Context: an optimization exercise on an open-source flow, tuned for small area, a short achievable clock period and few clock cycles per item. The choices shown serve that exercise and are no tape-out recipe. Where RTL was checked, it was by simulation tests only, not by an equivalence proof against the original. No activity file was given, so power comes from the tool's default toggle rates.

==> flow/design.v (excerpt) <==
module exec_stage (
    input  logic        clock,
    input  logic        reset,
    input  logic        issue_valid,
    input  logic [1:0]  issue_fu,
    input  logic [3:0]  issue_func,
    input  logic [1:0]  opa_select,
    input  logic [2:0]  opb_select,
    input  logic [31:0] inst,
    input  logic [31:0] pc,
    input  logic [31:0] rs1_value,
    input  logic [31:0] rs2_value,
    input  logic [4:0]  issue_tag,
    input  logic        complete_credit,
    output logic [2:0]  fu_free,
    output logic        complete_valid,
    output logic [1:0]  complete_fu,
    output logic [4:0]  complete_tag,
    output logic [31:0] complete_result,
    output logic        complete_take
);
    localparam logic [3:0] ALU_ADD = 4'd0, ALU_SUB = 4'd1, ALU_AND = 4'd2, ALU_OR = 4'd3,
                           ALU_XOR = 4'd4, ALU_SLT = 4'd5, ALU_SLTU = 4'd6, ALU_SLL = 4'd7,
  ...
Settings: LEC_CHECK=0, CAP_MARGIN=20, CORE_MARGIN=2, CORE_UTILIZATION=62, PLACE_DENSITY=0.7, SETUP_SLACK_MARGIN=4.6, SLEW_MARGIN=20; clock period 8.0 ns.
standard.sh (not shown) runs the stock make flow with config.mk's settings and CLKGATE_MAP_FILE= SYNTH_SCRIPT=/design/flow/synth_recipe.tcl, a recipe that flattens the netlist after the stock synthesis.
==> flow/flow/run.sh <==
#!/bin/bash
# The standard layout, with the port buffers made of buf_2 cells instead of the cell
# buffer_ports picks by default. Synthesis, floorplan, power grid and the rest are the
# standard flow's. make's full output goes to standard.log in this folder; ORFS writes
# each step's log under orfs/logs/.
set -euo pipefail
bash standard.sh "BUFFER_PORTS_ARGS=-buffer_cell sky130_fd_sc_hd__buf_2" finish > standard.log 2>&1
Change:
--- a/flow/design.v
+++ b/flow/design.v
@@ -2,40 +2,34 @@
 module exec_prefix_add #(
     parameter int N = 32
 ) (
     input  logic [N-1:0] a,
     input  logic [N-1:0] b,
     input  logic         cin,
     output logic [N-1:0] sum,
     output logic         cout
 );
     logic [N-1:0] g0, p0, g, p;
     assign p0 = a ^ b;
-    assign g0 = a & b;
     always_comb begin
-        g    = g0;
-        p    = p0;
-        g[0] = g0[0] | (p0[0] & cin);
+        g0    = a & b;
+        g0[0] = (a[0] & b[0]) | (p0[0] & cin);
+    end
+    always_comb begin
+        g = g0;
+        p = p0;
         for (int step = 1; step < N; step = step * 2) begin
             for (int i = 0; i < N; i++) begin
                 if ((i / step) % 2 == 1) begin
-                    if (i == step && step == 1) begin
-                        g[i] = (g0[1] | (p0[1] & g0[0])) | (p0[1] & p0[0] & cin);
-                        p[i] = p0[1] & p0[0];
-                    end else if (i == step) begin
-                        g[i] = (g0[i] | (p0[i] & g0[i-1])) | (p0[i] & p0[i-1] & g[i-2]);
-                        p[i] = p0[i] & p0[i-1] & p[i-2];
-                    end else begin
-                        g[i] = g[i] | (p[i] & g[(i / step) * step - 1]);
-                        p[i] = p[i] & p[(i / step) * step - 1];
-                    end
+                    g[i] = g[i] | (p[i] & g[(i / step) * step - 1]);
+                    p[i] = p[i] & p[(i / step) * step - 1];
                 end
             end
         end
     end
     assign sum  = p0 ^ {g[N-2:0], cin};
     assign cout = g[N-1];
 endmodule
 module exec_prefix_pg #(
     parameter int N = 32
 ) (
     input  logic [N-1:0] g0,
@@ -470,38 +464,40 @@
                 ALU_XOR:          in_sel[S_XOR]  = 1'b1;
                 ALU_SLT:          in_sel[S_SLT]  = 1'b1;
                 ALU_SLTU:         in_sel[S_SLTU] = 1'b1;
                 ALU_SLL:          in_sel[S_SL]   = 1'b1;
                 default:          in_sel[S_SR]   = 1'b1;
             endcase
         end
     end
     logic        x_v, x_br, x_jump, x_clr0, x_sub, x_shl, x_sra;
     logic        x_eq_lo, x_eq_hi, x_lt_lo, x_lt_hi, x_s1, x_s2;
     logic [2:0]  x_f3;
+    logic [4:0]  x_rot;
     logic [7:0]  x_sel;
     logic [4:0]  x_tag;
     logic        x_a31;
     logic [31:0] x_p, x_g;
     logic [4:0]  x_sh;
     logic [31:0] in_bx;
     assign in_bx = (in_sel[S_SL] || in_sel[S_SR]) ? 32'b0 : opb ^ {32{in_sub}};
     always_ff @(posedge clock) begin
         if (reset) x_v <= 1'b0;
         else       x_v <= issue_valid && (issue_fu != 2'd1);
     end
     always_ff @(posedge clock) begin
         x_br   <= issue_fu[1];
         x_sel  <= in_sel;
         x_sub  <= in_sub;
         x_shl  <= (issue_func == ALU_SLL);
+        x_rot  <= (issue_func == ALU_SLL) ? 5'd0 - opb[4:0] : opb[4:0];
         x_sra  <= (issue_func == ALU_SRA);
         x_tag  <= issue_tag;
         x_a31  <= opa[31];
         x_p    <= opa ^ in_bx;
         x_g    <= opa & in_bx;
         x_sh   <= opb[4:0];
         x_jump  <= in_jal | in_jalr;
         x_f3    <= inst[14:12];
         x_eq_lo <= in_eq_lo;
         x_eq_hi <= in_eq_hi;
         x_lt_lo <= in_lt_lo;
@@ -527,24 +523,22 @@
     end
     assign x_take = x_jump | x_cond;
     logic [31:0] x_sum;
     logic        x_cout, x_ltu, x_lt;
     logic [31:0] sh_rot, sh_mask, sh_mask_l, sh_out;
     logic [31:0] x_res;
     exec_prefix_pg #(.N(32)) u_add (
         .g0(x_g), .p0(x_p), .cin(x_sub), .sum(x_sum), .cout(x_cout)
     );
     assign x_ltu = ~x_cout;
     assign x_lt  = ~x_p[31] ? x_a31 : x_ltu;
-    logic [4:0] x_rot;
-    assign x_rot = x_shl ? 5'd0 - x_sh : x_sh;
     always_comb begin
         sh_rot = x_p;
         for (int k = 0; k < 5; k++) begin
             if (x_rot[k]) sh_rot = 32'({sh_rot, sh_rot} >> (1 << k));
         end
     end
     always_comb begin
         for (int i = 0; i < 32; i++) sh_mask_l[i] = ({27'b0, x_sh} <= i);
         for (int i = 0; i < 32; i++) sh_mask[i] = x_shl ? sh_mask_l[i] : sh_mask_l[31-i];
     end
     assign sh_out = (sh_rot & sh_mask) | ({32{x_sra & x_a31}} & ~sh_mask);
What happened: The new run completed without violations; register-to-register slack gets better by 160 ps; flip-flop and latch count came out higher by 4; total power came out lower by 4.1%; die area came out higher by 0.34%; routed wire length came out lower by 4.6%; clock-buffer cell count came out higher by 17; final area came out lower by 3.6%; synthesized area came out higher by 0.34%; non-clock buffer count came out lower by 48; cell count came out lower by 1.0%.
Testbench counts after the change, summed over its fixed seeds: cycles 39,051, items 32,000.
For the first run of this note, only the layout was checked, not whether the RTL still works.

========
Setup of the previous run:
RTL: one of the versions met above, not the one the previous note started from.
For scale: about 3000 cells after synthesis, roughly 410 flip-flops, about 190 I/O pins.
Settings: LEC_CHECK=0, CAP_MARGIN=20, CORE_MARGIN=2, CORE_UTILIZATION=55, PLACE_DENSITY=0.65, SETUP_SLACK_MARGIN=4.5, SLEW_MARGIN=20; clock period 8.0 ns.
Scripts as last shown in full above: flow/flow/run.sh
Testbench counts of the previous run, summed over its fixed seeds: cycles 39,051, items 32,000.
Input-level comparison between the current run and the previous run:
diff --git a/flow/design.v b/flow/design.v
--- a/flow/design.v
+++ b/flow/design.v
@@ -729,20 +729,22 @@
             credits        <= 2'd2;
             has_credit     <= 1'b1;
             complete_valid <= 1'b0;
         end else begin
             credits        <= credits_next;
             has_credit     <= (credits_next != 2'd0);
             complete_valid <= granted;
         end
     end
+    logic [31:0] out_x, out_o;
+    logic        out_selx;
     always_ff @(posedge clock) begin
-        complete_fu     <= grant_x ? {x_br, 1'b0} : grant_pa ? 2'd0 : grant_pb ? 2'd2 : 2'd1;
-        complete_tag    <= grant_x ? x_tag : grant_pa ? pa_tag : grant_pb ? pb_tag : r_tag;
-        complete_take   <= grant_x ? (x_br & x_take) : grant_pb & pb_take;
-        complete_result <= ({32{grant_x}}   & x_res)
-                         | ({32{grant_pa}}  & pa_res)
-                         | ({32{grant_pb}}  & pb_res)
-                         | ({32{grant_mul}} & mh_res);
+        complete_fu   <= grant_x ? {x_br, 1'b0} : grant_pa ? 2'd0 : grant_pb ? 2'd2 : 2'd1;
+        complete_tag  <= grant_x ? x_tag : grant_pa ? pa_tag : grant_pb ? pb_tag : r_tag;
+        complete_take <= grant_x ? (x_br & x_take) : grant_pb & pb_take;
+        out_selx      <= grant_x;
+        out_x         <= x_res;
+        out_o         <= grant_pa ? pa_res : grant_pb ? pb_res : mh_res;
     end
+    assign complete_result = out_selx ? out_x : out_o;
 endmodule
 `default_nettype wire
==> comparison <==
The current run — clock-buffer cell count 1.5% higher, the previous run as reference
The initial core utilization of the current run and that of the previous run are within noise of each other.
Compared with the previous run, in the current run slew at the pin with the worst max-slew slack went up, met1 track utilization from global routing went down, clock share of power went down.
Testbench counts of the current run, summed over its fixed seeds: cycles 39,051, items 32,000.

========
exec_stage again, from the RTL that the note above started with.
Settings: LEC_CHECK=0, CAP_MARGIN=20, CORE_MARGIN=2, CORE_UTILIZATION=55, PLACE_DENSITY=0.65, SETUP_SLACK_MARGIN=4.5, SLEW_MARGIN=20; clock period 8.0 ns.
run.sh (not shown) runs the stock make flow with config.mk's settings and CLKGATE_MAP_FILE= SYNTH_SCRIPT=/design/flow/synth_recipe.tcl, a recipe that flattens the netlist after the stock synthesis.
Stock flow here: none of the scripts above is used.
Testbench counts at the start, summed over its fixed seeds: cycles 39,051, items 32,000.
==> next run, changes <==
--- a/flow/design.v
+++ b/flow/design.v
@@ -727,22 +727,24 @@
     always_ff @(posedge clock) begin
         if (reset) begin
             credits        <= 2'd2;
             has_credit     <= 1'b1;
             complete_valid <= 1'b0;
         end else begin
             credits        <= credits_next;
             has_credit     <= (credits_next != 2'd0);
             complete_valid <= granted;
         end
     end
+    logic [31:0] out_x, out_o;
+    logic        out_selx;
     always_ff @(posedge clock) begin
-        complete_fu     <= grant_x ? {x_br, 1'b0} : grant_pa ? 2'd0 : grant_pb ? 2'd2 : 2'd1;
-        complete_tag    <= grant_x ? x_tag : grant_pa ? pa_tag : grant_pb ? pb_tag : r_tag;
-        complete_take   <= grant_x ? (x_br & x_take) : grant_pb & pb_take;
-        complete_result <= ({32{grant_x}}   & x_res)
-                         | ({32{grant_pa}}  & pa_res)
-                         | ({32{grant_pb}}  & pb_res)
-                         | ({32{grant_mul}} & mh_res);
+        complete_fu   <= grant_x ? {x_br, 1'b0} : grant_pa ? 2'd0 : grant_pb ? 2'd2 : 2'd1;
+        complete_tag  <= grant_x ? x_tag : grant_pa ? pa_tag : grant_pb ? pb_tag : r_tag;
+        complete_take <= grant_x ? (x_br & x_take) : grant_pb & pb_take;
+        out_selx      <= grant_x;
+        out_x         <= x_res;
+        out_o         <= grant_pa ? pa_res : grant_pb ? pb_res : mh_res;
     end
+    assign complete_result = out_selx ? out_x : out_o;
 endmodule
 `default_nettype wire
What happened:
- clock skew decreases by 22 ps
- combinational power rises by about 4%
- setup slack loses 94 ps
- clock power goes up by about 8%
- global-route usage decreases by 1.0 points
- cell count is higher by about 3.2%
- die area goes up by about 2%
- via count barely changes
- worst hold slack is about the same
Testbench counts after the change, summed over its fixed seeds: cycles 39,051, items 32,000.

========
exec_stage, a different RTL version from the one above (not shown whole).
For scale: ~3,200 cells after synthesis, ~190 I/O pins, roughly 31,000 um^2 of cells after synthesis.
==> flow/config.mk <==
export PLATFORM = sky130hd
export DESIGN_NAME = exec_stage
export DESIGN_NICKNAME = exec_stage
export VERILOG_FILES = /design/flow/design.v
export SDC_FILE = /design/flow/constraint.sdc
export NUM_CORES = 4
export LEC_CHECK = 0
export CAP_MARGIN = 20
export CORE_MARGIN = 2
export CORE_UTILIZATION = 55
export CTS_CLUSTER_DIAMETER = 80
export CTS_CLUSTER_SIZE = 30
export PLACE_DENSITY = 0.65
export SETUP_SLACK_MARGIN = 4.6
export SLEW_MARGIN = 20
==> flow/constraint.sdc <==
create_clock -name core_clock -period 8.0 [get_ports {clock}]
set_input_delay 1.6000 -clock core_clock [delete_from_list [all_inputs] [get_ports {clock}]]
set_output_delay 1.6000 -clock core_clock [all_outputs]
set_load 0.01 [all_outputs]
standard.sh (not shown) runs the stock make flow with config.mk's settings and CLKGATE_MAP_FILE= SYNTH_SCRIPT=/design/flow/synth_recipe.tcl, a recipe that flattens the netlist after the stock synthesis.
Scripts as last shown in full above: flow/flow/run.sh
Edit:
--- a/flow/design.v
+++ b/flow/design.v
@@ -628,17 +628,16 @@
     logic [33:0] m_s, m_c;
     logic        m_ci;
     logic [7:0]  m_ls, m_lc;
     logic        m_hi, m_short;
     logic [4:0]  m_tag;
     logic        r_hi, r_short;
     logic [7:0]  r_b0;
     logic [4:0]  r_tag;
-    logic [31:0] mh_res;
     logic        in_asgn, in_bsgn, in_a32, in_uext;
     assign in_asgn = (issue_func == MUL) || (issue_func == MULH) || (issue_func == MULHSU);
     assign in_bsgn = (issue_func == MUL) || (issue_func == MULH);
     assign in_a32  = in_asgn & opa[31];
     assign in_uext = ~in_bsgn & opb[31];
     logic        in_short;
     assign in_short = (opb[31:15] == 17'h00000) || (in_bsgn && (opb[31:15] == 17'h1FFFF));
     assign m_free = !m_busy || m_last;
@@ -721,24 +720,26 @@
             r_b0    <= m_low;
             r_tag   <= m_tag;
         end
     end
     logic [39:0] mh_sum;
     exec_prefix_add #(.N(40)) u_mh_add (
         .a({m_s[31:0], m_ls}), .b({m_c[31:0], m_lc}), .cin(m_ci), .sum(mh_sum), .cout()
     );
-    always_comb begin
-        case ({r_short, r_hi})
-            2'b00:   mh_res = {mh_sum[7:0], m_s[23:0]};
-            2'b01:   mh_res = mh_sum[39:8];
-            2'b10:   mh_res = {mh_sum[23:0], r_b0};
-            default: mh_res = {{16{mh_sum[39]}}, mh_sum[39:24]};
-        endcase
-    end
+    logic        g_m00, g_m01, g_m10, g_m11;
+    logic [31:0] mh_res00, mh_res01, mh_res10, mh_res11;
+    assign g_m00 = grant_mul & ~r_short & ~r_hi;
+    assign g_m01 = grant_mul & ~r_short &  r_hi;
+    assign g_m10 = grant_mul &  r_short & ~r_hi;
+    assign g_m11 = grant_mul &  r_short &  r_hi;
+    assign mh_res00 = {mh_sum[7:0], m_s[23:0]};
+    assign mh_res01 = mh_sum[39:8];
+    assign mh_res10 = {mh_sum[23:0], r_b0};
+    assign mh_res11 = {{16{mh_sum[39]}}, mh_sum[39:24]};
     assign credits_next = credits + {1'b0, complete_credit} - {1'b0, granted};
     always_ff @(posedge clock) begin
         if (reset) begin
             credits        <= 2'd2;
             has_credit     <= 1'b1;
             complete_valid <= 1'b0;
         end else begin
             credits        <= credits_next;
@@ -748,12 +749,15 @@
     end
     always_ff @(posedge clock) begin
         complete_fu     <= grant_x ? {x_br, 1'b0} : grant_pa ? 2'd0 : grant_pb ? 2'd2 : 2'd1;
         complete_tag    <= grant_x ? x_tag : grant_pa ? pa_tag : grant_pb ? pb_tag : r_tag;
         complete_take   <= grant_x ? (x_br & x_take) : grant_pb & pb_take;
         complete_result <= ({32{grant_x}}   & x_res)
                          | ({32{grant_pa}}  & pa_res)
                          | ({32{grant_pb}}  & pb_res)
-                         | ({32{grant_mul}} & mh_res);
+                         | ({32{g_m00}} & mh_res00)
+                         | ({32{g_m01}} & mh_res01)
+                         | ({32{g_m10}} & mh_res10)
+                         | ({32{g_m11}} & mh_res11);
     end
 endmodule
 `default_nettype wire
Final cell count goes down by 0.51%.
Routed wire length goes down by 0.34%.
Sequential power goes down by about 2%.
Final area hardly moves.
Worst setup slack is better by 190 ps.
Non-clock buffer count goes up by 60.
Core utilization goes up by 0.44 points.
Total power goes up by 4.5%.
Critical path depth stays the same.
Testbench counts after the change, summed over its fixed seeds: cycles 35,907, items 32,000.
For the first run of this note, only the layout was checked, not whether the RTL still works.

========
exec_stage, a different RTL version from the one above (not shown whole).
Size in the first run: about 3,000 cells after synthesis.
clock: 8.0 ns
lec_check: 0
cap_margin: 20
core_margin: 2
core_utilization: 62
cts_cluster_diameter: 80
cts_cluster_size: 30
place_density: 0.7
setup_slack_margin: 4.6
slew_margin: 20
Scripts as last shown in full above: flow/flow/run.sh
The baseline finished with timing, DRC and antenna clean.
==> next run, changes <==
--- a/flow/design.v
+++ b/flow/design.v
@@ -620,32 +620,35 @@
             pb_res  <= x_res;
             pb_tag  <= x_tag;
             pb_take <= x_take;
         end
     end
     logic [31:0] m_a, m_b;
     logic        m_a32, m_uext;
     logic [3:0]  m_one, m_two, m_neg;
     logic [33:0] m_s, m_c;
     logic        m_ci;
     logic [7:0]  m_ls, m_lc;
-    logic        m_hi;
+    logic        m_hi, m_short;
     logic [4:0]  m_tag;
-    logic        r_hi;
+    logic        r_hi, r_short;
+    logic [7:0]  r_b0;
     logic [4:0]  r_tag;
     logic [31:0] mh_res;
     logic        in_asgn, in_bsgn, in_a32, in_uext;
     assign in_asgn = (issue_func == MUL) || (issue_func == MULH) || (issue_func == MULHSU);
     assign in_bsgn = (issue_func == MUL) || (issue_func == MULH);
     assign in_a32  = in_asgn & opa[31];
     assign in_uext = ~in_bsgn & opb[31];
+    logic        in_short;
+    assign in_short = (opb[31:15] == 17'h00000) || (in_bsgn && (opb[31:15] == 17'h1FFFF));
     assign m_free = !m_busy || m_last;
     assign m_step = m_busy && (!m_first || !r_v || grant_mul);
     logic [7:0]  m_corr_a, m_corr_b;
     logic [33:0] m_s_in, m_c_in;
     logic [41:0] m_sum, m_carry;
     logic [7:0]  m_low;
     logic        m_cout;
     assign m_corr_a = {8{m_uext}} & (({8{m_ph[0]}} & m_a[7:0])   | ({8{m_ph[1]}} & m_a[15:8])
                                    | ({8{m_ph[2]}} & m_a[23:16]) | ({8{m_ph[3]}} & m_a[31:24]));
     assign m_corr_b = {8{m_a32}} & ~m_b[7:0];
     assign m_s_in   = m_first ? 34'h0AAAAAAAB : m_s;
@@ -670,65 +673,75 @@
     assign m_next_booth = booth(m_b[15:7]);
     always_ff @(posedge clock) begin
         if (reset) begin
             m_busy <= 1'b0;
             m_last <= 1'b0;
             r_v    <= 1'b0;
         end else begin
             if (m_free) begin
                 m_busy <= issue_valid && (issue_fu == 2'd1);
                 m_last <= 1'b0;
             end else if (m_step) begin
-                m_last <= m_ph[2];
+                m_last <= m_short ? m_ph[0] : m_ph[2];
             end
             if (m_last)         r_v <= 1'b1;
             else if (grant_mul) r_v <= 1'b0;
         end
     end
     always_ff @(posedge clock) begin
         if (m_free) begin
             m_ph    <= 4'b0001;
             m_first <= 1'b1;
             m_a     <= opa;
             m_b     <= opb;
             m_a32   <= in_a32;
             m_uext  <= in_uext;
             {m_one, m_two, m_neg} <= in_booth;
             m_hi    <= (issue_func != MUL);
+            m_short <= in_short;
             m_tag   <= issue_tag;
         end else if (m_step) begin
             m_ph    <= {m_ph[2:0], 1'b0};
             m_first <= 1'b0;
             m_b     <= {m_low, m_b[31:8]};
             {m_one, m_two, m_neg} <= m_next_booth;
         end
     end
     always_ff @(posedge clock) begin
         if (m_step) begin
             m_ls <= m_sum[7:0];
             m_lc <= m_carry[7:0];
             m_ci <= !m_first && m_cout;
             m_c  <= m_carry[41:8];
-            if (m_last && !m_hi) m_s <= {10'b0, m_low, m_b[31:16]};
-            else                 m_s <= m_sum[41:8];
+            if (m_last && !m_hi && !m_short) m_s <= {10'b0, m_low, m_b[31:16]};
+            else                             m_s <= m_sum[41:8];
         end
         if (m_last) begin
-            r_hi  <= m_hi;
-            r_tag <= m_tag;
+            r_hi    <= m_hi;
+            r_short <= m_short;
+            r_b0    <= m_low;
+            r_tag   <= m_tag;
         end
     end
     logic [39:0] mh_sum;
     exec_prefix_add #(.N(40)) u_mh_add (
         .a({m_s[31:0], m_ls}), .b({m_c[31:0], m_lc}), .cin(m_ci), .sum(mh_sum), .cout()
     );
-    assign mh_res = r_hi ? mh_sum[39:8] : {mh_sum[7:0], m_s[23:0]};
+    always_comb begin
+        case ({r_short, r_hi})
+            2'b00:   mh_res = {mh_sum[7:0], m_s[23:0]};
+            2'b01:   mh_res = mh_sum[39:8];
+            2'b10:   mh_res = {mh_sum[23:0], r_b0};
+            default: mh_res = {{16{mh_sum[39]}}, mh_sum[39:24]};
+        endcase
+    end
     assign credits_next = credits + {1'b0, complete_credit} - {1'b0, granted};
     always_ff @(posedge clock) begin
         if (reset) begin
             credits        <= 2'd2;
             has_credit     <= 1'b1;
             complete_valid <= 1'b0;
         end else begin
             credits        <= credits_next;
             has_credit     <= (credits_next != 2'd0);
             complete_valid <= granted;
         end
Setup slack got worse by 0.42 ns.
Die area went up by a few percent.
Global-route usage went up by 3.0 points.
Power went up by a few percent.
Count of clock-buffer cells in the layout went down by 1.
Routed wire length went up by roughly a tenth.
Non-clock buffer count went up by 63.
No run of this note included a check of the RTL's function; only the layout flow was run.

-- static timing again, ports no longer ideal --
The results above use ideal ports. As a check the final layouts listed here were re-extracted and re-timed, cells and wires unchanged.
Step 1, drivers: a clkbuf_16 drives clock and a buf_2 each remaining input, both assumed.
Step 2 moves the port delays by t, midway between the first and last clock arrival at a register: inputs arrive t later, outputs are due t later. That takes back most of the time a late clock gives input paths.
a / b / c = no drivers / after step 1 / after step 2; a / b = the first two.
run	t (ns)	setup WS [ns]	worst hold slack (ns)
the first run of note 1	0.646	4.367 / 4.367 / 3.932	0.422 / 0.422 / 0.422
the second run of note 1	0.661	4.528 / 4.528 / 4.051	0.424 / 0.424 / 0.424
the previous run	0.664	4.430 / 4.455 / 3.791	0.419 / 0.419 / 0.419
the current run	0.666	4.551 / 4.499 / 3.947	0.421 / 0.421 / 0.421
the first run of note 3	0.659	4.376 / 4.376 / 3.849	0.419 / 0.419 / 0.419
the second run of note 3	0.664	4.282 / 4.220 / 3.854	0.419 / 0.419 / 0.419
the first run of note 4	0.652	4.276 / 4.276 / 3.890	0.413 / 0.413 / 0.413
the second run of note 4	0.664	4.463 / 4.463 / 3.981	0.433 / 0.433 / 0.433
the first run of note 5	0.646	4.544 / 4.544 / 4.008	0.430 / 0.430 / 0.430
the second run of note 5	0.648	4.120 / 4.120 / 3.937	0.430 / 0.430 / 0.430
After both steps every run listed still meets setup and hold. For the previous run, which loses most, drivers alone change the setup slack by +0.025 ns; drivers and shift together by -0.639 ns.
